Background: an optimization exercise with open tools, aiming at small area, a short achievable clock period and few clock cycles. Do not read the settings as production practice.
In this exercise RTL edits were held to simulation tests only and were not proved equivalent to the original.

===== design/flow/config.mk =====
export PLATFORM = sky130hd
export DESIGN_NAME = poker_table
export DESIGN_NICKNAME = poker_table
export VERILOG_FILES = /design/flow/design.v
export SDC_FILE = /design/flow/constraint.sdc
export NUM_CORES = 4
export LEC_CHECK = 0
export ABC_AREA = 1
export CAP_MARGIN = 20
export CORE_MARGIN = 2
export CORE_UTILIZATION = 40
export SLEW_MARGIN = 20

===== design/flow/constraint.sdc =====
create_clock -name core_clock -period 14.0 [get_ports {clock}]
set_input_delay 2.8000 -clock core_clock [delete_from_list [all_inputs] [get_ports {clock}]]
set_output_delay 2.8000 -clock core_clock [all_outputs]
set_load 0.01 [all_outputs]

===== design/flow/design.v =====
`default_nettype none
package poker_money_pkg;
	typedef logic [14:0] chip_t;	 
	typedef logic seat_t;	 
	localparam chip_t SMALL_BLIND = 15'd100;
	localparam chip_t BIG_BLIND = 15'd200;
endpackage
`default_nettype wire
`default_nettype none
package poker_flow_pkg;
	typedef enum logic [2:0] {
		ACT_CHECK = 3'd0,
		ACT_CALL = 3'd1,
		ACT_RAISE_2BB = 3'd2,
		ACT_RAISE_4BB = 3'd3,
		ACT_RAISE_6BB = 3'd4,
		ACT_ALL_IN = 3'd5,
		ACT_FOLD = 3'd6
	} action_t;
	typedef enum logic [2:0] {
		ST_PREFLOP = 3'd0,
		ST_FLOP = 3'd1,
		ST_TURN = 3'd2,
		ST_RIVER = 3'd3,
		ST_SHOWDOWN = 3'd4
	} street_t;
	typedef enum logic [1:0] {
		WIN_TIE = 2'd0,
		WIN_SEAT0 = 2'd1,
		WIN_SEAT1 = 2'd2
	} winner_t;
	typedef enum logic [3:0] {
		CS_IDLE,
		CS_RESET,
		CS_NEW_HAND,
		CS_BLINDS,
		CS_WAIT_ACTION,
		CS_APPLY,
		CS_STREET_END,
		CS_SHOWDOWN,
		CS_AWARD,
		CS_HAND_DONE,
		CS_MATCH_OVER
	} ctrl_state_t;
endpackage
`default_nettype wire
`timescale 1ns/1ps
`default_nettype none
module poker_table
#(
	parameter poker_money_pkg::chip_t START_CHIPS = 15'd2000
)
(
	input logic clock,
	input logic resetn,
	input logic start,
	input logic action_valid,
	input poker_flow_pkg::action_t action,
	input logic showdown_valid,
	input poker_flow_pkg::winner_t showdown_winner,
	output logic action_ready,
	output logic showdown_ready,
	output poker_money_pkg::seat_t to_act,
	output poker_flow_pkg::street_t street,
	output poker_money_pkg::chip_t stack0,
	output poker_money_pkg::chip_t stack1,
	output poker_money_pkg::chip_t bet0,
	output poker_money_pkg::chip_t bet1,
	output poker_money_pkg::chip_t pot,
	output logic hand_over,
	output logic match_over,
	output poker_money_pkg::seat_t match_winner
);
	localparam int W = 12;
	typedef logic [W-1:0] amt_t;
	localparam amt_t ALL = amt_t'(2 * START_CHIPS);
	localparam amt_t SB = amt_t'(poker_money_pkg::SMALL_BLIND);
	localparam amt_t BB = amt_t'(poker_money_pkg::BIG_BLIND);
	localparam amt_t R1 = amt_t'(2 * poker_money_pkg::BIG_BLIND);
	localparam amt_t R2 = amt_t'(4 * poker_money_pkg::BIG_BLIND);
	localparam amt_t R3 = amt_t'(6 * poker_money_pkg::BIG_BLIND);
	function automatic logic [W:0] radd(input amt_t a, input amt_t b, input logic cin);
		logic c;
		logic [W:0] r;
		c = cin;
		for (int i = 0; i < W; i++)
		begin
			r[i] = a[i] ^ b[i] ^ c;
			c = (a[i] & b[i]) | (c & (a[i] ^ b[i]));
		end
		r[W] = c;
		radd = r;
	endfunction
	amt_t t0, t1, b0, b1, p;
	logic ta;	 
	logic bb;	 
	logic first;	 
	logic [2:0] st;
	logic ph_act, ph_show, ph_hov, ph_mov;	 
	amt_t s0, s1;	 
	assign s0 = t0 - b0;
	assign s1 = t1 - b1;
	assign stack0 = poker_money_pkg::chip_t'(s0);
	assign stack1 = poker_money_pkg::chip_t'(s1);
	assign bet0 = poker_money_pkg::chip_t'(b0);
	assign bet1 = poker_money_pkg::chip_t'(b1);
	assign pot = poker_money_pkg::chip_t'(p);
	assign to_act = ta;
	assign street = poker_flow_pkg::street_t'(st);
	assign action_ready = ph_act;
	assign showdown_ready = ph_show;
	assign hand_over = ph_hov;
	assign match_over = ph_mov;
	assign match_winner = t1[W-1];	 
	logic b0_gt, b1_gt;	 
	logic t0_gt;	 
	amt_t cap;	 
	assign b0_gt = b0 > b1;
	assign b1_gt = b1 > b0;
	assign t0_gt = t0 > t1;
	assign cap = t0_gt ? t1 : t0;
	amt_t otot, pb;
	assign otot = ta ? t1 : t0;
	assign pb = ta ? b0 : b1;
	logic need, over, covers, ps_nz, agt;
	logic [W:0] dc;
	assign need = ta ? b0_gt : b1_gt;	 
	assign over = ta ? b1_gt : b0_gt;	 
	assign dc = {1'b0, otot} - {1'b0, pb};	 
	assign covers = !dc[W];
	assign ps_nz = ta ? (t0 != b0) : (t1 != b1);
	assign agt = ta ? !t0_gt && (t0 != t1) : t0_gt;
	logic ok1, ok2, ok3;
	assign ok1 = (pb < R1) && (t0 >= R1) && (t1 >= R1);
	assign ok2 = (pb < R2) && (t0 >= R2) && (t1 >= R2);
	assign ok3 = (pb < R3) && (t0 >= R3) && (t1 >= R3);
	logic araise;
	assign araise = covers && (dc[W-1:0] != '0) && ps_nz;
	amt_t w0, w1;	 
	assign w0 = amt_t'(radd(ALL, ~s1, 1'b1));
	assign w1 = amt_t'(radd(ALL, ~s0, 1'b1));
	amt_t pclose, p2;
	assign p2 = amt_t'(radd(p, {pb[W-2:0], 1'b0}, 1'b0));
	assign pclose = over ? (ta ? w0 : w1) : covers ? p2 : (ta ? w1 : w0);
	amt_t ctot;
	assign ctot = !need ? (ta ? s1 : s0) : covers ? dc[W-1:0] : '0;
	amt_t half, sp0, sp1;
	assign half = p >> 1;
	assign sp0 = amt_t'(radd(t0, half, p[0]));
	assign sp1 = amt_t'(radd(t1, half, 1'b0));
	logic empty;
	amt_t post0, post1;
	assign empty = (t0 == '0) || (t1 == '0);
	assign post0 = bb ? ((t0 < BB) ? t0 : BB) : ((t0 < SB) ? t0 : SB);
	assign post1 = bb ? ((t1 < SB) ? t1 : SB) : ((t1 < BB) ? t1 : BB);
	logic idle_like, go_start, take_a, take_s;
	logic a_fold, a_r1, a_r2, a_r3, a_all, a_raise, a_call, a_close;
	assign idle_like = !(ph_act || ph_show || ph_hov);
	assign go_start = idle_like && start;
	assign take_a = ph_act && action_valid;
	assign take_s = ph_show && showdown_valid;
	assign a_fold = (action == poker_flow_pkg::ACT_FOLD);
	assign a_r1 = (action == poker_flow_pkg::ACT_RAISE_2BB) && ok1;
	assign a_r2 = (action == poker_flow_pkg::ACT_RAISE_4BB) && ok2;
	assign a_r3 = (action == poker_flow_pkg::ACT_RAISE_6BB) && ok3;
	assign a_all = (action == poker_flow_pkg::ACT_ALL_IN) && araise;
	assign a_raise = a_r1 || a_r2 || a_r3 || a_all;
	assign a_call = !a_fold && !a_raise;
	assign a_close = a_call && !first;
	amt_t nob;
	always_comb
	begin
		nob = !need ? (ta ? b1 : b0) : covers ? pb : otot;	 
		if (a_r1) nob = R1;
		if (a_r2) nob = R2;
		if (a_r3) nob = R3;
		if (a_all) nob = cap;
	end
	always_ff @(posedge clock)
	begin
		if (!resetn)
		begin
			ph_act <= 1'b0;
			ph_show <= 1'b0;
			ph_hov <= 1'b0;
			ph_mov <= 1'b0;
		end
		else if (go_start)
		begin
			ph_act <= 1'b1;
			ph_mov <= 1'b0;
		end
		else if (take_a)
		begin
			if (a_fold)
			begin
				ph_act <= 1'b0;
				ph_hov <= 1'b1;
			end
			else if (a_close && st == 3'd3)
			begin
				ph_act <= 1'b0;
				ph_show <= 1'b1;
			end
		end
		else if (take_s)
		begin
			ph_show <= 1'b0;
			ph_hov <= 1'b1;
		end
		else if (ph_hov)
		begin
			ph_hov <= 1'b0;
			if (empty)
				ph_mov <= 1'b1;
			else
				ph_act <= 1'b1;
		end
	end
	always_ff @(posedge clock)
	begin
		if (go_start)	 
		begin
			t0 <= ALL / 2;
			t1 <= ALL / 2;
			b0 <= SB;
			b1 <= BB;
			p <= '0;
			ta <= 1'b0;
			bb <= 1'b1;
			first <= 1'b1;
			st <= 3'd0;
		end
		else if (take_a)
		begin
			if (a_fold)	 
			begin
				if (ta)
				begin
					t0 <= w0;
					t1 <= s1;
				end
				else
				begin
					t0 <= s0;
					t1 <= w1;
				end
				b0 <= '0;
				b1 <= '0;
				p <= '0;
			end
			else if (a_close)	 
			begin
				if (ta)
				begin
					t1 <= ctot;
					t0 <= s0;
				end
				else
				begin
					t0 <= ctot;
					t1 <= s1;
				end
				b0 <= '0;
				b1 <= '0;
				p <= pclose;
				ta <= bb;
				first <= 1'b1;
				st <= st + 3'd1;
			end
			else
			begin
				if (ta)
					b1 <= nob;
				else
					b0 <= nob;
				ta <= !ta;
				first <= 1'b0;
			end
		end
		else if (take_s)
		begin
			case (showdown_winner)
				poker_flow_pkg::WIN_SEAT0: t0 <= w0;
				poker_flow_pkg::WIN_SEAT1: t1 <= w1;
				default:
				begin
					t0 <= sp0;
					t1 <= sp1;
				end
			endcase
			p <= '0;
		end
		else if (ph_hov && !empty)
		begin
			b0 <= post0;
			b1 <= post1;
			ta <= bb;	 
			bb <= !bb;
			first <= 1'b1;
			st <= 3'd0;
		end
	end
endmodule
`default_nettype wire

===== design/flow/run.sh =====
#!/bin/bash
# synth_recipe.tcl (not shown) runs the flow's synth.tcl, then flattens the netlist and writes it again
# the make line also repeats each setting of config.mk as NAME=value (left out here)
make -C /OpenROAD-flow-scripts/flow DESIGN_CONFIG=/design/flow/config.mk WORK_HOME=/design/flow/orfs CLKGATE_MAP_FILE= SYNTH_SCRIPT=/design/flow/synth_recipe.tcl finish

==> flow_summary.ini, run 1 <==
[sta]
hold_viol = 0
setup_viol = 0
rsz0062_at_grt = false
setup_tns_ns = 0
clock_skew_ns = 0.0116
finalCriticalPeriod_ns = 6.30
worstMarginPinSlew_ns = 1.12
fin_crit_sh_pct = 45.0
slew_headroom_pct = 25.0
fmax_mhz = 159
drv_slew = 0

[cells_and_area]
final_core_util_pct = 45.6
num_antenna_cells = 0
fillers = 2746
layout.nets = 1913
area_delta_synth_final_pct = 12.6
final_cell_area_um2 = 11400
drive_gt1_share_pct = 4.13

[yosys]
synth-edff-count = 0
yosys.area.top_type_share_pct = 21.0
synth_area_per_cell_um2 = 5.80
synthTopCellsByArea = nand2_1, dfxtp_1, ha_1, inv_1, nand3_1
synth.yosys.warnings = 1
synth_flop_cell = dfxtp_1
syn_area_um2 = 10100
synth-seq-cells = 70
ys_async_sr_fraction_pct = 0
postSynthCellCount = 1747
ys_seq_area_share_pct = 13.8
yosysTopAreaCell = nand2_1
ys_types = 45

[cts]
cts_setup_buffers = 0
clock_latency_ns = 0.36
cts_resized = 0
cts_max_level = 3
cts_buffer_depth = 2
postCtsHoldBufs = 0
cts.sinks = 70
cts_tree = yes
cts_buffers = 9
cts-root-buf = clkbuf_16
cts.clk_slew.worst_paths_ns = 0.07

[job]
max-cap-violations = 0

[global_routing]
grt_pass1_vias = 10900
grt_pass1_wl_mm = 66.3
grtUsageTotal_pct = 33.4
grt_antenna_before_repair = 0
grt-ovfl-total = 0
grt_max_degree = 77

[setup_path]
end_kind = primary output
cp_max_fo = 5
cp-startpoint = t1[1]
r2r_end = p[11]
crit_type = reg -> out
required_ns = 11.20
start_kind = flip-flop
endpoint = stack1[6]
rr_worst_depth = 19
reg2reg_from = ta
reg2reg_setup_slack_ns = 8.08
crit_arrival_ns = 3.50

[floorplan]
num_rows = 58
fp.dieH_um = 163
die_area_um2 = 26600
boundaryPins = 94
core_um2 = 25000
initial_core_util_pct = 40.5
die_w_um = 163

[route]
drt_iter0_drc = 1373
wl_met1_mm = 19.0
drc = 0
final_antenna_net_count = 0
detail_route.first_pass.iterations = 6
route.met2.wl_mm = 19.4
wl_per_cell_um = 21.0
wl_met3_mm = 4.30
totalWireLength_mm = 44.6
via_per_inst = 5.63
top_layer = met4
dr_total_vias = 12000

[hold_path]
holdPathStages = 2
hold_class = reg -> reg

[placement]
gp_congestion = 1.05
placed_area_um2 = 11100
dp_hpwl_mm = 34.8
port_buffers = 78

[run_status]
status = complete, no violations
layout make-up:
| type | instances | area, um^2 | area share [%] |
|---|---|---|---|
| repair buffers | 92 | 886 | 7.76 |
| flip-flops and latches | 70 | 1410 | 12.3 |
| inverters | 236 | 886 | 7.76 |
| multi-input cells | 1379 | 7500 | 65.7 |
| well taps | 330 | 413 | 3.62 |
| clock inverters | 6 | 75.1 | 0.658 |
| clock buffers | 10 | 250 | 2.19 |
placed cells by master, fill, tap and decap left out, types with 2 or more instances in the layout:
| cell | instances |
|---|---|
| a21o_1 | 2 |
| a21oi_2 | 6 |
| buf_4 | 14 |
| inv_6 | 2 |
| ha_1 | 82 |
| nor2_1 | 174 |
| clkbuf_16 | 10 |
| inv_2 | 6 |
| xor2_1 | 10 |
| nand3_4 | 3 |
| a31oi_1 | 9 |
| nand3_1 | 147 |
| nand3_2 | 2 |
| nor2_2 | 4 |
| o21bai_1 | 9 |
| nor3_1 | 11 |
| fa_1 | 33 |
| xnor2_1 | 5 |
| nand2_1 | 567 |
| nand2_2 | 5 |
| a21oi_1 | 79 |
| o21ai_1 | 5 |
| a211oi_1 | 11 |
| o31ai_1 | 3 |
| o211ai_1 | 33 |
| dfxtp_1 | 69 |
| o21ai_2 | 5 |
| and2_1 | 6 |
| conb_1 | 15 |
| or2_2 | 8 |
| or3_1 | 2 |
| nand3b_1 | 5 |
| nand4_1 | 29 |
| clkdlybuf4s50_1 | 78 |
| nor4_1 | 2 |
| o21ai_0 | 100 |
| inv_1 | 230 |
per-layer routing:
metal / vias up / GRT usage [%]
met2: 629 / 51.5
met3: 106 / 6.55
met1: 5529 / 45.4
met5: - / 0
li1: 5688 / -
met4: 0 / 14.3
registers in the layout, indices dropped and copies added, names as in the netlist:
signal and count:
b0 12, ta 1, ph_mov 1, ph_act 1, bb 1, t1 12, t0 12, ph_show 1
first 1, b1 12, p 12, ph_hov 1, st 3
logic make-up (layout without fill, tap and decap cells):
| group | count (synthesis) | after routing | share of synthesized area (%) |
|---|---|---|---|
| AND/OR/NAND/NOR | 970 | 970 | 40.4 |
| buffers and inverters | 312 | 344 | 12.8 |
| AO/OA/AOI/OAI | 264 | 264 | 15.0 |
| adder cells (fa/ha/maj) | 115 | 115 | 16.6 |
| flip-flops | 70 | 70 | 13.8 |
| XOR/XNOR | 15 | 15 | 1.30 |
| other | 1 | 15 | 0.0370 |
cell usage after synthesis (all sizes together) (3+ instances only):
cell and instances:
a211oi 11, a21oi 85, a31oi 9, and2 6, buf 48, clkbuf 28
dfxtp 70, fa 33, ha 82, inv 236, nand2 574, nand3 152
nand3b 5, nand4 29, nor2 179, nor3 12, o211ai 33, o21ai 110
o21bai 9, o31ai 3, or2 9, xnor2 5, xor2 10
stage by stage:
stage	hold WS, ns	std cells	setup WS (ns)
floorplan	0.439	1761	8.62
global placement	0.451	2107	7.77
detailed placement	0.452	2107	7.66
CTS	0.462	2123	7.79
global route	0.483	2123	7.64
finish	0.461	2123	7.70
how the worst min path moves through the flow:
stage	start	slack, ns	to
final	st[2]	0.46	st[2]
after detailed placement	st[2]	0.45	st[2]
after CTS	st[2]	0.46	st[2]
after global placement	first	0.45	first
after floorplan	first	0.44	first
after global routing	st[2]	0.48	st[2]
worst max-delay path, stage by stage (launching register included):
cell and delay (ns):
dfxtp_1 0.65, inv_1 0.30, fa_1 0.60, o21ai_0 0.39, a21oi_1 0.14, or2_2 0.29
nand2_1 0.19, inv_1 0.09, clkdlybuf4s50_1 0.50
Testbench counts, summed over its fixed seeds: cycles 10,701.
==> inputs of run 2 (changes only) <==
--- a/design/flow/config.mk
+++ b/design/flow/config.mk
@@ -6,5 +6,4 @@
 export NUM_CORES = 4
 export LEC_CHECK = 0
-export ABC_AREA = 1
 export CAP_MARGIN = 20
 export CORE_MARGIN = 2
==> run 2 against run 1 <==
Compared with the run above:
- still clean on timing, DRC and antenna
- register-to-register slack improved by 0.31 ns
- die area fell by 9.3%
- core utilization rose by 0.41 points
- critical path depth rose by 3
- fmax fell by 2.4%
- flip-flop and latch count did not move
- setup slack got worse by 0.16 ns
- routed wire length fell by 10%
- critical path type unchanged
- largest cell class unchanged
- highest routed layer unchanged
==> flow_summary.ini, run 2 <==
[route]
dr_total_vias = 10200
drt_iter0_drc = 1339
detail_route.first_pass.iterations = 6
via_per_inst = 6.73
final_antenna_net_count = 0
wl_per_cell_um = 26.4
drc = 0
totalWireLength_mm = 40.0

[cells_and_area]
final_cell_area_um2 = 10400
drive_gt1_share_pct = 6.84
num_antenna_cells = 0
final_common_cell = o21ai_0
area_delta_synth_final_pct = 13.2
layout_common_cells = o21ai_0, inv_1, nand2_1
layout.nets = 1348

[global_routing]
grt_pass1_wl_mm = 59.4
grt_antenna_before_repair = 0
grt_max_degree = 55
grt_pass1_vias = 9445
grt-ovfl-total = 0
grtUsageTotal_pct = 32.7

[cts]
cts.sinks = 70
cts_setup_buffers = 0
cts.clk_slew.worst_paths_ns = 0.07
clock_latency_ns = 0.36
cts_max_level = 3
postCtsHoldBufs = 0
cts_resized = 0
cts-root-buf = clkbuf_16
cts_buffer_depth = 2
cts_buffers = 9
cts_tree = yes

[hold_path]
holdPathStages = 2
hold_class = reg -> reg

[yosys]
synth.area.mux_share_pct = 4.83
synth-seq-cells = 70
synth_compound_gate_area_share_pct = 32.4
synthTopCellsByArea = dfxtp_1, ha_1, fa_1, o21ai_0, a21oi_1
synth_commonest_cells = o21ai_0, inv_1, nand2_1, ha_1, nor2_1
synthAdderAreaFrac_pct = 18.4
yosys.area.top_type_share_pct = 15.3
synth.yosys.warnings = 1
ys_seq_area_share_pct = 15.3
yosysTopAreaCell = dfxtp_1
ys_async_sr_fraction_pct = 0
ys_types = 94
yosysMostFrequentCell = o21ai_0
postSynthCellCount = 1187
synth_flop_cell = dfxtp_1
synth-edff-count = 0
synth_top_family_by_area = compound AO/OA/AOI/OAI gates
synthSimpleGateAreaFrac_pct = 17.9
synth-xor-area-share_pct = 3.14
synth_area_per_cell_um2 = 7.73
syn_area_um2 = 9170

[sta]
fmax_mhz = 155
holdWs_ns = 0.494
worstMarginPinSlew_ns = 1.02
setup_tns_ns = 0
setup_ws_ns = 7.54
finalCriticalPeriod_ns = 6.46
rsz0062_at_grt = false
slew_headroom_pct = 32.1
hold_viol = 0
setup_viol = 0
clock_skew_ns = 0.0102
fin_crit_sh_pct = 46.2
drv_slew = 0

[placement]
placed_area_um2 = 10100
dp_slack_ns = 7.85
gp_congestion = 1.02
port_buffers = 78
dp_hpwl_mm = 30.1

[floorplan]
die_area_um2 = 24200
fp.dieH_um = 155
die_w_um = 155
initial_core_util_pct = 40.6
boundaryPins = 94
core_um2 = 22600
num_rows = 55

[setup_path]
crit_arrival_ns = 3.66
end_kind = primary output
crit_chain = inv_1 > ha_1 > fa_1 > nor2b_1 > o21ai_0 > a21oi_1 > o41ai_1 > o21bai_1 > a21oi_1 > xnor2_1 > clkdlybuf4s50_1
cp_slowest_cell = clkdlybuf4s50_1
reg2reg_setup_slack_ns = 8.39
required_ns = 11.20
worst_path_largest_cell_delay_ns = 0.67
crit_top_cell = a21oi_1
cp_max_fo = 6
rr_worst_depth = 18
start_kind = flip-flop
crit_type = reg -> out

[run_status]
status = complete, no violations

[job]
max-cap-violations = 0
-- run 2: cell type report --
cell class,count,area (um^2)
Fill cell,2306,12200
Multi-Input combinational cell,961,7110
Sequential cell,70,1410
Timing Repair Buffer,95,908
Tap cell,285,357
Inverter,86,323
Clock buffer,10,239
Clock inverter,6,45.0
-- run 2: kinds of logic after synthesis --
| logic type | count (synthesis) |
|---|---|
| compound gates | 427 |
| xor+xnor | 32 |
| fa+ha+maj | 115 |
| buf+inv | 170 |
| flops | 70 |
| mux | 43 |
| other cells | 1 |
| simple gates | 329 |
-- run 2: routing by layer --
metal / global-route usage [%] / share of wire [%] / vias up
met5: 0 / 0 / -
met4: 18.9 / 6.7 / 0
met3: 6.69 / 9.7 / 164
met2: 49.8 / 43 / 649
met1: 42.9 / 41 / 4834
li1: - / - / 4538
-- run 2: worst paths after layout --
| check | startpoint | endpoint |
|---|---|---|
| max | t0[0] | stack0[10] |
| min | st[1] | st[1] |
| max reg2reg | ta | p[11] |
| min reg2reg | st[1] | st[1] |
-- run 2: through the flow --
stage	utilization (%)	std cells
2_1_floorplan	-	1201
5_1_grt	46.0	1513
3_3_place_gp	44.7	1497
3_5_place_dp	44.7	1497
4_1_cts	46.0	1513
6_report	46.0	1513
-- run 2: critical path: cells and delay by family, from the launching register on --
family,cells,cell delay (ns)
buffers and inverters,2,0.79
AO/OA/AOI/OAI,5,0.75
AND/OR/NAND/NOR,1,0.12
XOR/XNOR,1,0.56
flip-flops,1,0.43
adder cells (fa/ha/maj),2,0.65
==> inputs of run 3 (changes only) <==
--- a/design/flow/config.mk
+++ b/design/flow/config.mk
@@ -8,4 +8,5 @@
 export CAP_MARGIN = 20
 export CORE_MARGIN = 2
-export CORE_UTILIZATION = 40
+export CORE_UTILIZATION = 65
+export PLACE_DENSITY = 0.75
 export SLEW_MARGIN = 20
==> run 3 against run 2 <==
Compared with the run above:
- via count grew 6.7%
- worst hold slack got worse by 0.011 ns
==> flow_summary.ini, run 3 <==
[setup_path]
reg2reg_from = ta
required_ns = 11.20
worst_path_largest_cell_delay_ns = 0.61
rr_worst_depth = 11
end_kind = primary output
cp_max_fo = 7
cp_slowest_cell = dfxtp_1
crit_family = compound AO/OA/AOI/OAI gates
reg2reg_setup_slack_ns = 8.00
r2r_end = st[2]
crit_chain = inv_1 > ha_1 > nor2b_1 > o21ai_0 > a21boi_0 > o41ai_1 > o21ai_0 > a21oi_1 > xnor2_1 > clkdlybuf4s50_1
cp_num_buf_inv = 2
crit_top_cell = o21ai_0
crit_type = reg -> out
start_kind = flip-flop
crit_arrival_ns = 3.74

[yosys]
ys_seq_area_share_pct = 15.3
synth.yosys.warnings = 1
ys_async_sr_fraction_pct = 0
postSynthCellCount = 1187
synth-edff-count = 0
synth-seq-cells = 70
synth_commonest_cells = o21ai_0, inv_1, nand2_1, ha_1, nor2_1
yosysMostFrequentCell = o21ai_0
ys_types = 94
synth_flop_cell = dfxtp_1
synthTopCellsByArea = dfxtp_1, ha_1, fa_1, o21ai_0, a21oi_1
syn_area_um2 = 9170
yosysTopAreaCell = dfxtp_1
synth_area_per_cell_um2 = 7.73
yosys.area.top_type_share_pct = 15.3

[route]
top_layer = met4
drc = 0
route.met2.wl_mm = 15.3
wl_met1_mm = 13.7
wl_per_cell_um = 27.2
final_antenna_net_count = 0
totalWireLength_mm = 38.2
detail_route.first_pass.iterations = 10
dr_total_vias = 10900
via_per_inst = 7.74
drt_iter0_drc = 2092
wl_met3_mm = 6.03

[sta]
hold_viol = 0
setup_tns_ns = 0
setup_viol = 0
fmax_mhz = 153
slew_headroom_pct = 21.8
fin_crit_sh_pct = 46.7
worstMarginPinSlew_ns = 1.16
finalCriticalPeriod_ns = 6.54
drv_slew = 0
clock_skew_ns = 0.0106
rsz0062_at_grt = false

[cts]
cts_resized = 0
cts.clk_slew.worst_paths_ns = 0.06
cts_max_level = 3
cts.sinks = 70
cts_tree = yes
cts-root-buf = clkbuf_16
cts_buffer_depth = 2
cts_buffers = 9
clock_latency_ns = 0.36
postCtsHoldBufs = 0
cts_setup_buffers = 0

[floorplan]
initial_core_util_pct = 66.3
die_w_um = 123
die_area_um2 = 15100
boundaryPins = 94
core_um2 = 13800
num_rows = 43
fp.dieH_um = 123

[global_routing]
grt_max_degree = 55
grtUsageTotal_pct = 51.1
grt_pass1_vias = 10000
grt-ovfl-total = 0
grt_antenna_before_repair = 0
grt_pass1_wl_mm = 57.5

[placement]
port_buffers = 78
gp_congestion = 1.05
dp_hpwl_mm = 28.1

[cells_and_area]
final_common_cell = o21ai_0
layout_common_cells = o21ai_0, inv_1, nand2_1
drive_gt1_share_pct = 6.45
fillers = 1115
area_delta_synth_final_pct = 11.8
layout.nets = 1344
num_antenna_cells = 0

[hold_path]
hold_class = reg -> reg
hold_start = st[1]
holdPathStages = 2
holdPathEnd = st[1]

[run_status]
status = complete, no violations

[job]
max-cap-violations = 0
==> run 3: cell counts after synthesis <==
Identical to the previous run, type by type.
==> run 3: cell type report <==
class | count | area, um^2 | share of cell area, %
tap | 180 | 225 | 2.20
clock buffer | 12 | 246 | 2.40
multi-input combinational | 961 | 7110 | 69.3
inverter | 86 | 323 | 3.15
clock inverter | 4 | 70.1 | 0.683
timing repair buffer | 91 | 878 | 8.57
sequential | 70 | 1410 | 13.7
==> run 3: worst max path at each step <==
stage,from,endpoint,slack [ns],cells after the start
final,b1[2],stack1[10],7.46,10
after global routing,b1[2],stack1[10],7.31,10
after CTS,b1[2],stack1[10],7.67,10
after detailed placement,action[1],b1[7],7.93,10
after global placement,action[0],b0[10],7.75,9
after floorplan,ta,p[11],7.61,25
==> run 3: cells by family after synthesis <==
family / share of synthesized area, %
AO/OA/AOI/OAI: 32.4
other: 0.0409
adder cells (fa/ha/maj): 18.4
flip-flops: 15.3
AND/OR/NAND/NOR: 17.9
multiplexers: 4.83
XOR/XNOR: 3.14
buffers and inverters: 8.01
==> run 3: tightest hold or removal path, delay by kind of cell (launching register included) <==
kind	cells	cell delay, ns
flops	1	0.32
compound gates	1	0.06
simple gates	1	0.05
==> run 3: per-stage QoR <==
step / util [%] / setup slack [ns] / cell area [um^2] / instances / hold slack (ns)
finish: 74.2 / 7.46 / 10300 / 1404 / 0.483
global route: 74.2 / 7.31 / 10300 / 1404 / 0.534
CTS: 74.1 / 7.67 / 10300 / 1404 / 0.492
detailed placement: 71.8 / 7.93 / 9930 / 1388 / 0.479
global placement: 71.8 / 7.75 / 9930 / 1388 / 0.466
floorplan: - / 7.61 / 9230 / 1201 / 0.483
==> run 3: layer usage <==
metal | vias up | global-route usage, %
li1 | 4519 | -
met1 | 4942 | 66.0
met2 | 1131 | 71.8
met3 | 280 | 16.2
met4 | 0 | 35.6
met5 | - | 0
==> inputs of run 4 (changes only) <==
==> design/flow/flow/run.sh (new file) <==
#!/bin/bash
set -euo pipefail
MARGIN=$(cat flow/margin.txt 2>/dev/null || echo 9)
bash standard.sh synth > synth.log 2>&1
bash standard.sh SETUP_SLACK_MARGIN=$MARGIN finish > layout.log 2>&1
==> design/flow/flow/margin.txt (new file) <==
9.5
==> design/flow/standard.sh (new file) <==
#!/bin/bash
# synth_recipe.tcl (not shown) runs the flow's synth.tcl, then flattens the netlist and writes it again
# the make line also repeats each setting of config.mk as NAME=value (left out here)
make -C /OpenROAD-flow-scripts/flow DESIGN_CONFIG=/design/flow/config.mk WORK_HOME=/design/flow/orfs CLKGATE_MAP_FILE= SYNTH_SCRIPT=/design/flow/synth_recipe.tcl "${@:-finish}"
--- a/design/flow/config.mk
+++ b/design/flow/config.mk
@@ -8,5 +8,4 @@
 export CAP_MARGIN = 20
 export CORE_MARGIN = 2
-export CORE_UTILIZATION = 65
-export PLACE_DENSITY = 0.75
+export CORE_UTILIZATION = 40
 export SLEW_MARGIN = 20
removed: design/flow/run.sh
==> run 4 against run 3 <==
Compared with the run above:
- critical path type unchanged
- fmax rose by 22%
- non-clock buffer count rose by 197
- synthesized cell count did not move
- critical path depth rose by 1
- core utilization fell by 15 points
- still clean on timing, DRC and antenna
- routed wire length rose by 23%
==> flow_summary.ini, run 4 <==
[yosys]
yosys.area.top_type_share_pct = 15.3
yosysTopAreaCell = dfxtp_1
yosysMostFrequentCell = o21ai_0
ys_async_sr_fraction_pct = 0
synth-seq-cells = 70
ys_types = 94
synth-edff-count = 0
ys_seq_area_share_pct = 15.3
syn_area_um2 = 9170
synth_commonest_cells = o21ai_0, inv_1, nand2_1, ha_1, nor2_1
synthTopCellsByArea = dfxtp_1, ha_1, fa_1, o21ai_0, a21oi_1
synth_area_per_cell_um2 = 7.73
synth_flop_cell = dfxtp_1
synth.yosys.warnings = 1
postSynthCellCount = 1187

[cts]
cts_buffers = 9
cts-root-buf = clkbuf_16
cts_tree = yes
cts_buffer_depth = 2
clock_latency_ns = 0.36
cts_max_level = 3
cts.sinks = 70
cts.clk_slew.worst_paths_ns = 0.06

[hold_path]
holdPathStages = 2
hold_start = st[1]
hold_class = reg -> reg

[setup_path]
end_kind = primary output
crit_type = reg -> out
start_kind = flip-flop
cp_max_fo = 2
reg2reg_from = b0[1]
reg2reg_setup_slack_ns = 8.71
crit_arrival_ns = 2.54
rr_worst_depth = 34
cp-startpoint = t1[0]
required_ns = 11.20

[route]
wl_per_cell_um = 27.5
final_antenna_net_count = 0
drt_iter0_drc = 1683
detail_route.first_pass.iterations = 9
totalWireLength_mm = 47.0
via_per_inst = 6.71
dr_total_vias = 11500
drc = 0

[run_status]
status = complete, no violations

[placement]
dp_slack_ns = 7.96
port_buffers = 78
gp_congestion = 1.02
placed_area_um2 = 10500
dp_hpwl_mm = 29.9

[cells_and_area]
final_cell_area_um2 = 13400
final_common_cell = buf_4
multiInputGateArea_um2 = 8230
area_delta_synth_final_pct = 46.1
num_antenna_cells = 0
register_area_um2 = 1510
layout.nets = 1546
drive_gt1_share_pct = 35.5
layout_common_cells = buf_4, nand2_1, o21ai_0
fillers = 1980

[floorplan]
core_um2 = 22600
die_area_um2 = 24200
initial_core_util_pct = 40.6
num_rows = 55
boundaryPins = 94
die_w_um = 155
fp.dieH_um = 155

[sta]
clock_skew_ns = 0.0129
setup_ws_ns = 8.66
drv_slew = 0
hold_viol = 0
rsz0062_at_grt = true
setup_tns_ns = 0
fmax_mhz = 187
setup_viol = 0
finalCriticalPeriod_ns = 5.34
fin_crit_sh_pct = 38.2
worstMarginPinSlew_ns = 0.956
slew_headroom_pct = 35.8

[global_routing]
grtUsageTotal_pct = 37.0
grt_pass1_vias = 10700
grt-ovfl-total = 0
grt_max_degree = 43
grt_pass1_wl_mm = 67.0
grt_antenna_before_repair = 0

[job]
max-cap-violations = 0
[run 4: path summary, 6_finish.rpt]
path | end
worst max-delay path | stack1[10]
worst min-delay path | st[1]
worst max register to register | t0[11]
worst min register to register | st[1]
[run 4: layer usage]
metal	share of wire [%]	up-vias	GRT usage (%)	routed length, um
li1	-	4930	-	-
met1	38	5372	47.3	17900
met2	41	932	54.6	19400
met3	12	252	9.81	5660
met4	8.6	0	24.8	4040
met5	0	-	0	0
[run 4: what timing repair did]
action | in CTS | in global routing
resized for setup | 281 | 98
setup endpoints to repair | 91 | 83
pin swaps | 69 | 55
hold buffers | 0 | 0
cloned | 5 | 5
buffers inserted | 146 | 39
[run 4: critical path, cell delays in order (launching register included)]
cell and delay (ns):
dfxtp_4 0.38, inv_4 0.04, ha_4 0.16, fa_2 0.40
nor2b_2 0.15, o21ai_2 0.09, a21boi_2 0.21, o41ai_2 0.11
o21ai_1 0.18, a21oi_2 0.09, xnor2_2 0.20, buf_2 0.16
[run 4: per-stage QoR]
stage                     hold slack, ns  utilization (%)  cells
after floorplan                    0.483                -   1201
after global placement             0.478             46.3   1500
after detailed placement           0.489             46.3   1500
after CTS                          0.500             56.3   1667
after global routing               0.522             59.4   1711
final                              0.496             59.4   1711
[run 4: kinds of logic (layout without fill, tap and decap cells)]
family                     after synthesis  after routing  synth area share (%)
adders and majority gates              115            115                  18.4
muxes                                   43             43                  4.83
xor gates and xnor gates                32             32                  3.14
buffers and inverters                  170            390                  8.01
and+or+nand+nor                        329            334                  17.9
other                                    1             15                0.0409
DFF                                     70             70                  15.3
AOI/OAI and AO/OA                      427            427                  32.4
[run 4: cell type report]
| class | count | area share [%] |
|---|---|---|
| Clock buffer | 11 | 1.81 |
| Clock inverter | 5 | 0.430 |
| Inverter | 86 | 2.53 |
| Multi-Input combinational cell | 966 | 61.4 |
| Sequential cell | 70 | 11.3 |
| Tap cell | 285 | 2.66 |
| Timing Repair Buffer | 288 | 19.9 |
==> inputs of run 5 (changes only) <==
==> design/flow/flow/run.sh (replaced) <==
#!/bin/bash
set -euo pipefail
args() { [ -f "flow/$1" ] && grep -v '^#' "flow/$1" | xargs || true; }
bash standard.sh synth > synth.log 2>&1
bash standard.sh $(args stage_fp.txt) floorplan > floorplan.log 2>&1
bash standard.sh $(args stage_place.txt) place > place.log 2>&1
bash standard.sh $(args stage_cts.txt) cts > cts.log 2>&1
bash standard.sh $(args stage_route.txt) finish > route.log 2>&1
==> design/flow/flow/stage_fp.txt (new file) <==
SETUP_SLACK_MARGIN=9.5
removed: design/flow/flow/margin.txt
==> run 5 against run 4 <==
Compared with the run above:
- still clean on timing, DRC and antenna
- fmax fell by 13%
- synthesized area stayed put
- sequential share of layout area is 2.2 points higher
==> flow_summary.ini, run 5 <==
[sta]
setup_tns_ns = 0
clock_skew_ns = 0.0124
holdWs_ns = 0.494
fmax_mhz = 164
setup_viol = 0
hold_viol = 0
fin_crit_sh_pct = 43.6
rsz0062_at_grt = false
finalCriticalPeriod_ns = 6.11
slew_headroom_pct = 25.9
drv_slew = 0
worstMarginPinSlew_ns = 1.11

[setup_path]
start_kind = flip-flop
crit_chain = ha_2 > o21ai_0 > a21oi_1 > o41ai_2 > o21bai_1 > a21oi_2 > xnor2_2 > clkdlybuf4s50_1
required_ns = 11.20
end_kind = primary output
crit_family = compound AO/OA/AOI/OAI gates
cp_slowest_cell = dfxtp_1
crit_type = reg -> out
cp_max_fo = 13
rr_worst_depth = 14
worst_path_largest_cell_delay_ns = 0.71
cp_num_buf_inv = 1
reg2reg_from = ta
reg2reg_setup_slack_ns = 8.19
r2r_end = st[2]
crit_arrival_ns = 3.31

[cts]
postCtsHoldBufs = 0
cts_resized = 0
cts_buffers = 9
cts-root-buf = clkbuf_16
cts.sinks = 70
cts.clk_slew.worst_paths_ns = 0.06
cts_buffer_depth = 2
cts_max_level = 3
clock_latency_ns = 0.35
cts_setup_buffers = 0
cts_tree = yes

[route]
drc = 0
detail_route.first_pass.iterations = 6
via_per_inst = 6.62
drt_iter0_drc = 981
dr_total_vias = 10000
wl_per_cell_um = 26.1
totalWireLength_mm = 39.5
final_antenna_net_count = 0

[cells_and_area]
num_antenna_cells = 0
final_core_util_pct = 47.7
layout_common_cells = o21ai_0, nand2_1, nor2_1, clkdlybuf4s50_1, inv_1
fillers = 2232
final_cell_area_um2 = 10800
final_common_cell = o21ai_0
area_delta_synth_final_pct = 17.3
drive_gt1_share_pct = 13.3
layout.nets = 1351

[floorplan]
die_w_um = 155
initial_core_util_pct = 40.6
fp.dieH_um = 155
boundaryPins = 94
die_area_um2 = 24200
num_rows = 55
core_um2 = 22600

[yosys]
synthTopCellsByArea = dfxtp_1, ha_1, fa_1, o21ai_0, a21oi_1
ys_async_sr_fraction_pct = 0
ys_seq_area_share_pct = 15.3
yosys.area.top_type_share_pct = 15.3
synth_area_per_cell_um2 = 7.73
synth.yosys.warnings = 1
synth_flop_cell = dfxtp_1
synth-seq-cells = 70
postSynthCellCount = 1187
synth-edff-count = 0
synth_commonest_cells = o21ai_0, inv_1, nand2_1, ha_1, nor2_1
syn_area_um2 = 9170
ys_types = 94
yosysMostFrequentCell = o21ai_0
yosysTopAreaCell = dfxtp_1

[hold_path]
hold_class = reg -> reg
holdPathEnd = st[1]
holdPathStages = 2
hold_start = st[1]

[global_routing]
grt_pass1_vias = 9346
grt_max_degree = 57
grt_pass1_wl_mm = 58.9
grt_antenna_before_repair = 0
grtUsageTotal_pct = 32.3
grt-ovfl-total = 0

[job]
max-cap-violations = 0

[placement]
port_buffers = 78
placed_area_um2 = 10500
dp_hpwl_mm = 29.9
gp_congestion = 1.02

[run_status]
status = complete, no violations
run 5: cell types whose count changed in the layout (fill, tap and decap cells not counted), moves of 10 or more:
cell             previous run  this run
buf_2                      17         0
clkdlybuf4s50_1            50        78
o21ai_0                    75        85
buf_6                      57         0
dfxtp_1                    32        50
buf_4                     149        20
dfxtp_4                    24         7
inv_2                      17         7
inv_1                      64        77
run 5: per-layer routing:
metal / vias up / share of wire, % / global-route usage (%)
met2: 624 / 42 / 47.9
met1: 4749 / 41 / 43.2
met4: 0 / 6.9 / 20.1
li1: 4530 / - / -
met3: 132 / 9.3 / 6.18
met5: - / 0 / 0
run 5: layout make-up:
type	count	area (um^2)	area share, %
Sequential cell	70	1440	13.4
Multi-Input combinational cell	961	7400	68.8
Tap cell	285	357	3.31
Timing Repair Buffer	98	931	8.65
Clock buffer	11	243	2.26
Clock inverter	5	57.6	0.535
Inverter	86	328	3.05
run 5: metrics by stage:
step / setup slack [ns] / cells
floorplan: 8.85 / 1201
global placement: 8.08 / 1500
detailed placement: 7.96 / 1500
CTS: 7.92 / 1516
global route: 7.75 / 1516
finish: 7.89 / 1516
run 5: cell families after synthesis:
group	after synthesis	share of synthesized area, %
simple gates	329	17.9
fa+ha+maj	115	18.4
other cells	1	0.0409
mux	43	4.83
flops	70	15.3
compound gates	427	32.4
xor+xnor	32	3.14
buf+inv	170	8.01
run 5: worst max-delay path by stage:
stage | cells past startpoint | end | slack [ns] | start
after floorplan | 24 | p[11] | 8.85 | ta
after global placement | 10 | b1[2] | 8.08 | action[1]
after detailed placement | 10 | b1[7] | 7.96 | action[2]
after CTS | 9 | stack1[10] | 7.92 | t1[2]
after global routing | 8 | stack0[11] | 7.75 | t0[5]
final | 8 | stack0[10] | 7.89 | t0[5]
run 5: worst register-to-register path: stages, from the launching register on:
cell and delay (ns):
dfxtp_4 0.70, buf_4 0.64, mux2i_1 0.43, ha_1 0.23
inv_1 0.06, fa_1 0.40, a21o_1 0.22, nand4_1 0.30
a31oi_1 0.13, o311ai_0 0.78, nor4_2 0.22, a31oi_2 0.85
nor2_2 0.26, o21a_1 0.28, o32ai_1 0.23
==> inputs of run 6 (changes only) <==
==> design/flow/flow/run.sh (replaced) <==
#!/bin/bash
# Standard synthesis and layout, run stage by stage so each stage can get its
# own ORFS settings: flow/stage_<name>.txt holds make variable assignments,
# one per line (for example a setup margin for the timing repair, or the
# buffer cell for the port buffers). Each stage logs to <name>.log here.
set -euo pipefail
run() {
	local name=$1 target=$2
	local -a extra=()
	if [[ -f flow/stage_$name.txt ]]; then
		while IFS= read -r line; do
			[[ -z $line || $line == \#* ]] || extra+=("$line")
		done < flow/stage_$name.txt
	fi
	bash standard.sh "${extra[@]}" "$target" > "$name.log" 2>&1
}
bash standard.sh synth > synth.log 2>&1
run fp floorplan
run place place
run cts cts
run route finish
==> design/flow/flow/stage_cts.txt (new file) <==
SETUP_SLACK_MARGIN=9.5
SETUP_MOVE_SEQUENCE=unbuffer,sizeup,swap
==> design/flow/flow/stage_place.txt (new file) <==
BUFFER_PORTS_ARGS=-buffer_cell sky130_fd_sc_hd__buf_2
==> design/flow/flow/stage_route.txt (new file) <==
SETUP_SLACK_MARGIN=9.5
SETUP_MOVE_SEQUENCE=unbuffer,sizeup,swap
==> run 6 against run 5 <==
Compared with the run above:
- core utilization rose by 1.0 points
- die area did not move
- non-clock buffer count fell by 1
- first-iteration DRC count rose by 29%
- routed wire length rose by 2.4%
- critical path depth rose by 3
- synthesized cell count did not move
- via count rose by 1.3%
- setup slack improved by 0.63 ns
- highest routed layer unchanged
==> flow_summary.ini, run 6 <==
[run_status]
status = complete, no violations

[yosys]
synth_commonest_cells = o21ai_0, inv_1, nand2_1, ha_1, nor2_1
ys_async_sr_fraction_pct = 0
syn_area_um2 = 9170
synth-edff-count = 0
yosys.area.top_type_share_pct = 15.3
yosysTopAreaCell = dfxtp_1
ys_seq_area_share_pct = 15.3
synth_flop_cell = dfxtp_1
synthTopCellsByArea = dfxtp_1, ha_1, fa_1, o21ai_0, a21oi_1
yosysMostFrequentCell = o21ai_0
synth_area_per_cell_um2 = 7.73
synth.yosys.warnings = 1
ys_types = 94
postSynthCellCount = 1187
synth-seq-cells = 70

[global_routing]
grt_pass1_wl_mm = 60.3
grtUsageTotal_pct = 33.1
grt_max_degree = 59
grt_antenna_before_repair = 0
grt_pass1_vias = 9590
grt-ovfl-total = 0

[cells_and_area]
layout.nets = 1350
final_common_cell = o21ai_0
area_delta_synth_final_pct = 19.8
layout_common_cells = o21ai_0, nand2_1, buf_2
drive_gt1_share_pct = 26.2
final_cell_area_um2 = 11000
num_antenna_cells = 0

[setup_path]
cp_max_fo = 6
rr_worst_depth = 20
endpoint = stack0[10]
required_ns = 11.20
end_kind = primary output
cp-startpoint = t0[0]
crit_arrival_ns = 2.68
reg2reg_from = ta
reg2reg_setup_slack_ns = 8.79
r2r_end = p[11]
crit_type = reg -> out
start_kind = flip-flop

[route]
drc = 0
via_per_inst = 6.71
detail_route.first_pass.iterations = 6
wl_per_cell_um = 26.7
final_antenna_net_count = 0
drt_iter0_drc = 1269
totalWireLength_mm = 40.4
dr_total_vias = 10200

[cts]
cts.sinks = 70
postCtsHoldBufs = 0
cts_max_level = 3
cts-root-buf = clkbuf_16
cts_buffers = 9
cts_buffer_depth = 2
cts.clk_slew.worst_paths_ns = 0.06
cts_tree = yes
clock_latency_ns = 0.36

[floorplan]
boundaryPins = 94
initial_core_util_pct = 40.6
core_um2 = 22600
die_w_um = 155
fp.dieH_um = 155
die_area_um2 = 24200
num_rows = 55

[placement]
placed_area_um2 = 10100
gp_congestion = 0.995
port_buffers = 78
dp_hpwl_mm = 30.2

[sta]
hold_viol = 0
setup_viol = 0
slew_headroom_pct = 22.8
fin_crit_sh_pct = 39.2
rsz0062_at_grt = true
setup_tns_ns = 0
finalCriticalPeriod_ns = 5.48
worstMarginPinSlew_ns = 1.15
drv_slew = 0
clock_skew_ns = 0.00605
fmax_mhz = 182

[hold_path]
hold_class = reg -> reg

[job]
max-cap-violations = 0
[run 6: routing by layer]
metal	GRT usage, %	vias to the layer above	share of wire, %
met5	0	-	0
met1	44.7	4813	41
met4	20.5	0	7.3
met3	5.29	141	9.1
li1	-	4533	-
met2	49.4	676	43
[run 6: how the worst min path moves through the flow]
stage | from | end | cells after the start
final | st[1] | st[1] | 2
after global placement | st[1] | st[1] | 2
after global routing | st[1] | st[1] | 2
after floorplan | first | first | 2
after CTS | st[1] | st[1] | 2
after detailed placement | st[1] | st[1] | 2
[run 6: what timing repair did]
action                                  CTS  global route
buffers inserted                          0             0
cloned                                    0             0
hold endpoints to repair                  0             0
pin swaps                                39            18
endpoints found under the setup margin   89            89
resized for setup                       111            35
[run 6: worst max-delay path, cell delays in order, from the launching register on]
cell	delay [ns]
dfxtp_4	0.41
inv_6	0.06
ha_4	0.17
fa_2	0.36
nor2b_2	0.13
o21ai_2	0.08
a21oi_4	0.19
o41ai_4	0.10
o21bai_1	0.19
a21oi_2	0.09
xnor2_2	0.32
buf_2	0.21
[run 6: area by class of cell]
class | instances | area [um^2]
well taps | 285 | 357
inverters | 86 | 340
clock inverters | 4 | 21.3
repair buffers | 97 | 587
fillers | 2249 | 11600
multi-input cells | 961 | 7960
flip-flops and latches | 70 | 1480
clock buffers | 12 | 246
[run 6: cells by family after synthesis]
kind of cell    after synthesis  synth area share [%]
compound gates              427                  32.4
mux                          43                  4.83
fa+ha+maj                   115                  18.4
buf+inv                     170                  8.01
simple gates                329                  17.9
xor+xnor                     32                  3.14
other cells                   1                0.0409
flops                        70                  15.3
[run 6: through the flow]
step | hold slack (ns) | worst slack (ns) | utilization (%) | std cells
3_5_place_dp | 0.474 | 8.11 | 44.6 | 1499
2_1_floorplan | 0.483 | 8.85 | - | 1201
4_1_cts | 0.479 | 8.50 | 47.8 | 1515
3_3_place_gp | 0.474 | 8.11 | 44.6 | 1499
5_1_grt | 0.510 | 8.45 | 48.7 | 1515
6_report | 0.482 | 8.52 | 48.7 | 1515
==> inputs of run 7 (changes only) <==
removed: design/flow/flow/stage_cts.txt
==> run 7 against run 6 <==
Compared with the run above:
- die area did not move
- critical path type unchanged
- still clean on timing, DRC and antenna
- worst hold slack about the same
- clock skew decreased by 0.00056 ns
==> flow_summary.ini, run 7 <==
[route]
drt_iter0_drc = 1089
detail_route.first_pass.iterations = 6
wl_per_cell_um = 26.5
totalWireLength_mm = 40.1
drc = 0
dr_total_vias = 10100
final_antenna_net_count = 0
via_per_inst = 6.68

[yosys]
synthSimpleGateAreaFrac_pct = 17.9
syn_area_um2 = 9170
yosysMostFrequentCell = o21ai_0
yosys.area.top_type_share_pct = 15.3
synth_commonest_cells = o21ai_0, inv_1, nand2_1, ha_1, nor2_1
synth.area.mux_share_pct = 4.83
yosysTopAreaCell = dfxtp_1
synthAdderAreaFrac_pct = 18.4
synth-seq-cells = 70
synth_flop_cell = dfxtp_1
synthTopCellsByArea = dfxtp_1, ha_1, fa_1, o21ai_0, a21oi_1
synth.yosys.warnings = 1
ys_seq_area_share_pct = 15.3
ys_types = 94
synth_top_family_by_area = compound AO/OA/AOI/OAI gates
postSynthCellCount = 1187
synth-xor-area-share_pct = 3.14
synth-edff-count = 0
synth_area_per_cell_um2 = 7.73
ys_async_sr_fraction_pct = 0
synth_compound_gate_area_share_pct = 32.4

[setup_path]
crit_arrival_ns = 2.74
reg2reg_setup_slack_ns = 8.80
endpoint = stack0[10]
r2r_end = p[11]
start_kind = flip-flop
end_kind = primary output
cp-startpoint = t0[0]
required_ns = 11.20
rr_worst_depth = 20
cp_max_fo = 6
reg2reg_from = ta
crit_type = reg -> out

[floorplan]
core_um2 = 22600
boundaryPins = 94
die_w_um = 155
num_rows = 55
initial_core_util_pct = 40.6
fp.dieH_um = 155
die_area_um2 = 24200

[global_routing]
grt-ovfl-total = 0
grt_pass1_vias = 9489
grt_max_degree = 59
grt_pass1_wl_mm = 59.6
grtUsageTotal_pct = 32.8
grt_antenna_before_repair = 0

[placement]
port_buffers = 78
dp_hpwl_mm = 30.2
placed_area_um2 = 10100
gp_congestion = 0.995

[cts]
cts.sinks = 70
cts_buffers = 9
cts_buffer_depth = 2
cts-root-buf = clkbuf_16
cts_tree = yes
cts_setup_buffers = 0
clock_latency_ns = 0.35
cts_max_level = 3
postCtsHoldBufs = 0
cts.clk_slew.worst_paths_ns = 0.06

[sta]
setup_viol = 0
drv_slew = 0
hold_viol = 0
finalCriticalPeriod_ns = 5.54
setup_tns_ns = 0
fin_crit_sh_pct = 39.6
fmax_mhz = 181
clock_skew_ns = 0.00549
slew_headroom_pct = 22.9
worstMarginPinSlew_ns = 1.15
holdWs_ns = 0.481
rsz0062_at_grt = true

[cells_and_area]
area_delta_synth_final_pct = 18.9
layout_common_cells = o21ai_0, nand2_1, buf_2
final_common_cell = o21ai_0
layout.nets = 1350
drive_gt1_share_pct = 25.2
final_core_util_pct = 48.3
final_cell_area_um2 = 10900
num_antenna_cells = 0

[hold_path]
hold_class = reg -> reg

[job]
max-cap-violations = 0

[run_status]
status = complete, no violations
-- run 7: cell counts after synthesis --
Identical to the previous run, type by type.
-- run 7: layout make-up --
class                      count  area [um^2]
clock inverter                 4         21.3
timing repair buffer          97          572
tap                          285          357
sequential                    70         1470
clock buffer                  12          246
multi-input combinational    961         7900
fill                        2249        11700
inverter                      86          333
-- run 7: worst max-delay path: stages (launching register included) --
cell	delay, ns
dfxtp_4	0.40
inv_4	0.07
ha_4	0.17
fa_2	0.38
nor2b_2	0.13
o21ai_2	0.07
a21oi_2	0.23
o41ai_4	0.11
o21bai_1	0.18
a21oi_2	0.09
xnor2_2	0.32
buf_2	0.21
-- run 7: metal layers --
metal,GRT usage (%),wire length [um]
met1,44.1,16100
met2,48.4,17100
met3,5.82,3950
met4,20.8,2910
met5,0,0
-- run 7: cells by family after synthesis --
family	count (synthesis)
other	1
buffers and inverters	170
multiplexers	43
flip-flops	70
adder cells (fa/ha/maj)	115
AND/OR/NAND/NOR	329
AO/OA/AOI/OAI	427
XOR/XNOR	32
-- run 7: how the worst min path moves through the flow --
stage,startpoint,endpoint,slack (ns),cells after the start
after floorplan,first,first,0.48,2
after global placement,st[1],st[1],0.47,2
after CTS,st[1],st[1],0.48,2
after detailed placement,st[1],st[1],0.47,2
after global routing,st[1],st[1],0.51,2
final,st[1],st[1],0.48,2
-- run 7: stage by stage --
| stage | worst slack, ns | instances |
|---|---|---|
| 3_5_place_dp | 8.11 | 1499 |
| 2_1_floorplan | 8.85 | 1201 |
| 4_1_cts | 8.29 | 1515 |
| 6_report | 8.46 | 1515 |
| 3_3_place_gp | 8.11 | 1499 |
| 5_1_grt | 8.39 | 1515 |
-- run 7: repair_timing --
item / CTS / global route
setup endpoints to repair: 0 / 89
gates resized for setup: 0 / 125
endpoints found under the hold margin: 0 / 0
==> inputs of run 8 (changes only) <==
removed: design/flow/flow/stage_route.txt
==> run 8 against run 7 <==
Compared with the run above:
- non-clock buffer count did not move
- via count shrank 0.82%
- critical path type unchanged
- fmax shrank 3.3%
- synthesized area did not move
- still clean
- flip-flop and latch count did not move
- synthesized cell count unchanged
- critical path depth unchanged
==> flow_summary.ini, run 8 <==
[run_status]
status = complete, no violations

[placement]
port_buffers = 78
dp_hpwl_mm = 30.2
gp_congestion = 0.995
dp.cells = 1499
placed_area_um2 = 10100
dp_slack_ns = 8.11

[route]
totalWireLength_mm = 39.7
dr_total_vias = 10000
detail_route.first_pass.iterations = 7
wl_per_cell_um = 26.2
final_antenna_net_count = 0
drt_iter0_drc = 1301
via_per_inst = 6.62
drc = 0

[cells_and_area]
area_delta_synth_final_pct = 12.6
final_common_cell = o21ai_0
layout.nets = 1350
layout_common_cells = o21ai_0, nand2_1, buf_2
drive_gt1_share_pct = 19.6
instances_no_fill = 1515
num_antenna_cells = 0
final_cell_area_um2 = 10300

[sta]
setup_ws_ns = 8.27
setup_tns_ns = 0
fmax_mhz = 175
clock_skew_ns = 0.00713
worstMarginPinSlew_ns = 1.10
setup_viol = 0
hold_viol = 0
fin_crit_sh_pct = 40.9
finalCriticalPeriod_ns = 5.73
slew_headroom_pct = 26.9
drv_slew = 0
rsz0062_at_grt = false

[cts]
cts_buffer_depth = 2
cts.clk_slew.worst_paths_ns = 0.06
cts.sinks = 70
clock_latency_ns = 0.35
cts_tree = yes
cts_buffers = 9
postCtsHoldBufs = 0
cts_resized = 0
cts-root-buf = clkbuf_16
cts_setup_buffers = 0
cts_max_level = 3

[floorplan]
boundaryPins = 94
die_area_um2 = 24200
fp.dieH_um = 155
core_um2 = 22600
die_w_um = 155
num_rows = 55
initial_core_util_pct = 40.6

[yosys]
synth_flop_cell = dfxtp_1
yosysTopAreaCell = dfxtp_1
syn_area_um2 = 9170
yosysMostFrequentCell = o21ai_0
ys_types = 94
synth_commonest_cells = o21ai_0, inv_1, nand2_1, ha_1, nor2_1
yosys.area.top_type_share_pct = 15.3
synthTopCellsByArea = dfxtp_1, ha_1, fa_1, o21ai_0, a21oi_1
ys_async_sr_fraction_pct = 0
synth_area_per_cell_um2 = 7.73
synth-edff-count = 0
synth.yosys.warnings = 1
synth-seq-cells = 70
ys_seq_area_share_pct = 15.3
postSynthCellCount = 1187

[setup_path]
crit_chain = inv_2 > ha_2 > fa_2 > nor2b_1 > o21ai_1 > a21oi_1 > o41ai_2 > o21bai_1 > a21oi_2 > xnor2_2 > buf_2
start_kind = flip-flop
cp_slowest_cell = o41ai_2
crit_type = reg -> out
crit_family = compound AO/OA/AOI/OAI gates
path_depth = 11
cp_num_buf_inv = 2
crit_arrival_ns = 2.93
required_ns = 11.20
rr_worst_depth = 12
worst_path_largest_cell_delay_ns = 0.48
end_kind = primary output
cp_max_fo = 6

[hold_path]
holdPathStages = 2
hold_class = reg -> reg

[job]
max-cap-violations = 0

[global_routing]
grt-ovfl-total = 0
grt_max_degree = 59
grt_antenna_before_repair = 0
grt_pass1_wl_mm = 59.6
grt_pass1_vias = 9489
grtUsageTotal_pct = 32.8
[run 8: cell count changes in the layout (fill, tap and decap cells not counted), moves of 5 or more]
cell     before  now
xnor2_2       9    4
dfxtp_1      40   50
xnor2_1       6   12
xor2_1        9   14
dfxtp_4      13    7
o21ai_0      79   85
[run 8: stage by stage]
stage,hold slack (ns),utilization [%]
floorplan,0.483,-
global placement,0.474,44.6
detailed placement,0.474,44.6
CTS,0.479,45.8
global route,0.510,45.8
finish,0.482,45.8
[run 8: layout make-up]
class	instances	area [um^2]
inverter	86	328
clock buffer	12	246
tap	285	357
sequential	70	1440
clock inverter	4	21.3
fill	2317	12200
multi-input combinational	961	7400
timing repair buffer	97	533
[run 8: worst register-to-register path, cell delays in order, from the launching register on]
cell     delay, ns
dfxtp_4       0.64
buf_4         0.67
mux2i_1       0.52
fa_1          0.30
a21o_1        0.19
nand4_1       0.27
a21oi_1       0.25
o21a_1        0.63
nand3_1       0.36
a31oi_2       0.86
nor2_2        0.27
o21a_1        0.28
o32ai_1       0.21
[run 8: metal layers]
metal	part of all wire (%)	up-vias	track usage, %
met5	0	-	0
met1	41	4735	44.1
met4	7.1	0	20.8
met2	42	632	48.4
li1	-	4539	-
met3	9.2	127	5.82
[run 8: worst paths after layout]
kind,start,to,slack (ns)
setup / recovery,t0[0],stack0[10],8.27
hold reg to reg,st[1],st[1],0.48
setup reg to reg,ta,st[2],8.45
hold / removal,st[1],st[1],0.48
[run 8: cell families after synthesis]
family / Yosys count / share of synthesized area, %
AO/OA/AOI/OAI: 427 / 32.4
XOR/XNOR: 32 / 3.14
adder cells (fa/ha/maj): 115 / 18.4
buffers and inverters: 170 / 8.01
flip-flops: 70 / 15.3
multiplexers: 43 / 4.83
other: 1 / 0.0409
AND/OR/NAND/NOR: 329 / 17.9
==> inputs of run 9 (changes only) <==
==> design/flow/flow/stage_place.txt (replaced) <==
BUFFER_PORTS_ARGS=-buffer_cell sky130_fd_sc_hd__buf_1
==> run 9 against run 8 <==
Compared with the run above:
- still clean
- fmax fell by 2.0%
- critical path depth down 3
- design area down 1.0%
- clock skew up 0.0053 ns
- die area did not move
- count of clock-buffer cells in the layout did not move
- cell count unchanged
- core utilization shrank 0.46 points
- critical endpoint is now stack0[11]
- highest routed layer is now met5
==> flow_summary.ini, run 9 <==
[run_status]
status = complete, no violations

[setup_path]
rr_worst_depth = 20
crit_arrival_ns = 3.04
reg2reg_setup_slack_ns = 8.44
worst_path_largest_cell_delay_ns = 0.75
crit_chain = ha_2 > nor3_1 > nor2_1 > o2111ai_2 > a31oi_1 > xor2_1 > inv_1 > buf_1
start_kind = flip-flop
cp_num_buf_inv = 2
cp_slowest_cell = dfxtp_1
required_ns = 11.20
r2r_end = p[11]
cp_max_fo = 13
crit_family = flip-flops
crit_type = reg -> out
end_kind = primary output
reg2reg_from = ta

[sta]
fin_crit_sh_pct = 41.7
setup_viol = 0
hold_viol = 0
clock_skew_ns = 0.0125
worstMarginPinSlew_ns = 0.945
fmax_mhz = 171
slew_headroom_pct = 36.8
setup_tns_ns = 0
drv_slew = 0
rsz0062_at_grt = false
finalCriticalPeriod_ns = 5.84
setup_ws_ns = 8.16

[placement]
dp_hpwl_mm = 29.8
gp_congestion = 1.14
dp_slack_ns = 8.26
port_buffers = 78

[cts]
cts_resized = 0
cts_tree = yes
cts.sinks = 70
cts_max_level = 3
cts_setup_buffers = 0
cts-root-buf = clkbuf_16
postCtsHoldBufs = 0
cts_buffers = 9
clock_latency_ns = 0.36
cts.clk_slew.worst_paths_ns = 0.06
cts_buffer_depth = 2

[cells_and_area]
area_delta_synth_final_pct = 11.5
fillers = 2345
drive_gt1_share_pct = 13.1
layout.nets = 1349
final_common_cell = o21ai_0
register_area_um2 = 1440
multiInputGateArea_um2 = 7400
layout_common_cells = o21ai_0, nand2_1, nor2_1, buf_1, inv_1

[yosys]
synth_flop_cell = dfxtp_1
ys_seq_area_share_pct = 15.3
yosysMostFrequentCell = o21ai_0
synth_area_per_cell_um2 = 7.73
yosys.area.top_type_share_pct = 15.3
synth.yosys.warnings = 1
syn_area_um2 = 9170
synthTopCellsByArea = dfxtp_1, ha_1, fa_1, o21ai_0, a21oi_1
ys_async_sr_fraction_pct = 0
synth-edff-count = 0
synth-seq-cells = 70
yosysTopAreaCell = dfxtp_1
synth_commonest_cells = o21ai_0, inv_1, nand2_1, ha_1, nor2_1
postSynthCellCount = 1187
ys_types = 94

[global_routing]
grt_max_degree = 57
grt_pass1_wl_mm = 59.5
grt_antenna_before_repair = 1
grt_pass1_vias = 9497
grtUsageTotal_pct = 32.5
grt-ovfl-total = 0

[route]
via_per_inst = 6.72
final_antenna_net_count = 0
totalWireLength_mm = 39.4
drt_iter0_drc = 1234
detail_route.first_pass.iterations = 8
wl_per_cell_um = 26.0
drc = 0
dr_total_vias = 10200

[floorplan]
fp.dieH_um = 155
core_um2 = 22600
die_w_um = 155
boundaryPins = 94
initial_core_util_pct = 40.6
num_rows = 55
die_area_um2 = 24200

[job]
max-cap-violations = 0

[hold_path]
hold_start = st[1]
holdPathEnd = st[1]
hold_class = reg -> reg
holdPathStages = 2
## run 9: cell counts after synthesis
No cell type changed its count.
## run 9: layer usage
layer  wire length, um  global-route usage [%]  up-vias  share of wire (%)
met4              2800                    19.4        2                7.1
li1                  -                       -     4535                  -
met5                69                    2.28        -               0.18
met1             15800                    42.5     4851                 40
met2             16900                    49.8      643                 43
met3              3830                    5.93      156                9.7
## run 9: area by class of cell
type	instances	share of cell area, %
antenna	1	0.0245
clock buffer	12	2.41
clock inverter	4	0.220
inverter	86	3.21
multi-input combinational	961	72.3
sequential	70	14.1
tap	285	3.49
timing repair buffer	96	4.18
## run 9: cell families after synthesis
kind of cell             count (synthesis)  synth area share, %
flip-flops                              70                 15.3
AND/OR/NAND/NOR                        329                 17.9
adder cells (fa/ha/maj)                115                 18.4
XOR/XNOR                                32                 3.14
AO/OA/AOI/OAI                          427                 32.4
buffers and inverters                  170                 8.01
other                                    1               0.0409
multiplexers                            43                 4.83
## run 9: worst register-to-register path, cell delays in order (launching register included)
cell,delay (ns)
dfxtp_4,0.67
buf_4,0.61
nand2_2,0.18
o21ai_2,0.10
ha_2,0.20
inv_2,0.04
fa_2,0.33
fa_2,0.35
fa_2,0.37
fa_2,0.35
fa_2,0.34
fa_2,0.35
fa_2,0.34
inv_2,0.06
fa_1,0.16
inv_1,0.05
fa_1,0.37
xnor2_1,0.15
xnor2_1,0.14
o2111ai_1,0.19
o22ai_1,0.10
## run 9: worst max path at each step
| stage | endpoint | startpoint | slack [ns] | cells past startpoint |
|---|---|---|---|---|
| floorplan | p[11] | ta | 8.85 | 24 |
| global placement | b1[7] | action[1] | 8.33 | 10 |
| detailed placement | b1[7] | action[1] | 8.26 | 10 |
| CTS | stack0[11] | t0[5] | 8.28 | 8 |
| global route | stack0[11] | t0[5] | 8.06 | 8 |
| finish | stack0[11] | t0[5] | 8.16 | 8 |
## run 9: stage by stage
| stage | util (%) | cell area [um^2] | hold WS (ns) | cells |
|---|---|---|---|---|
| after CTS | 45.3 | 10200 | 0.483 | 1513 |
| after global routing | 45.3 | 10200 | 0.532 | 1514 |
| final | 45.3 | 10200 | 0.481 | 1515 |
| after floorplan | - | 9630 | 0.483 | 1201 |
| after detailed placement | 44.1 | 9950 | 0.474 | 1497 |
| after global placement | 44.1 | 9950 | 0.471 | 1497 |

-- static timing again, ports no longer ideal --
No port has a modelled driver above. Below, the same layouts with a new extraction and two added sets of constraints.
Step 1, drivers: a clkbuf_16 drives clock and a buf_2 each remaining input, both assumed.
Step 2 also shifts input and output timing later by t, the mid clock arrival at the registers, as if the neighbouring blocks saw the same clock.
Slacks: ideal / step 1 / step 2; pairs: ideal / step 1.
run | shift t [ns] | setup WS [ns] | hold WS [ns] | worst setup path at the end | cell pins on the clock port's net
run 1 | 0.401 | 7.696 / 7.649 / 7.533 | 0.461 / 0.461 / 0.461 | input to register | 1
run 2 | 0.400 | 7.538 / 7.489 / 7.708 | 0.494 / 0.494 / 0.494 | input to register | 1
run 3 | 0.396 | 7.459 / 7.416 / 7.736 | 0.483 / 0.483 / 0.483 | input to register | 1
run 4 | 0.401 | 8.656 / 8.604 / 8.707 | 0.496 / 0.496 / 0.496 | register to register | 1
run 5 | 0.400 | 7.892 / 7.840 / 7.872 | 0.494 / 0.494 / 0.494 | input to register | 1
run 6 | 0.404 | 8.517 / 8.466 / 8.782 | 0.482 / 0.482 / 0.482 | input to register | 1
run 7 | 0.402 | 8.462 / 8.411 / 8.732 | 0.481 / 0.481 / 0.481 | input to register | 1
run 8 | 0.401 | 8.275 / 8.225 / 7.955 | 0.482 / 0.482 / 0.482 | input to register | 1
run 9 | 0.398 | 8.159 / 8.111 / 8.126 | 0.481 / 0.481 / 0.481 | input to register | 1
After both steps setup and hold are still met in every run listed. The setup slack of run 8, which loses most, moves by -0.050 ns with the drivers and by -0.320 ns with both steps.
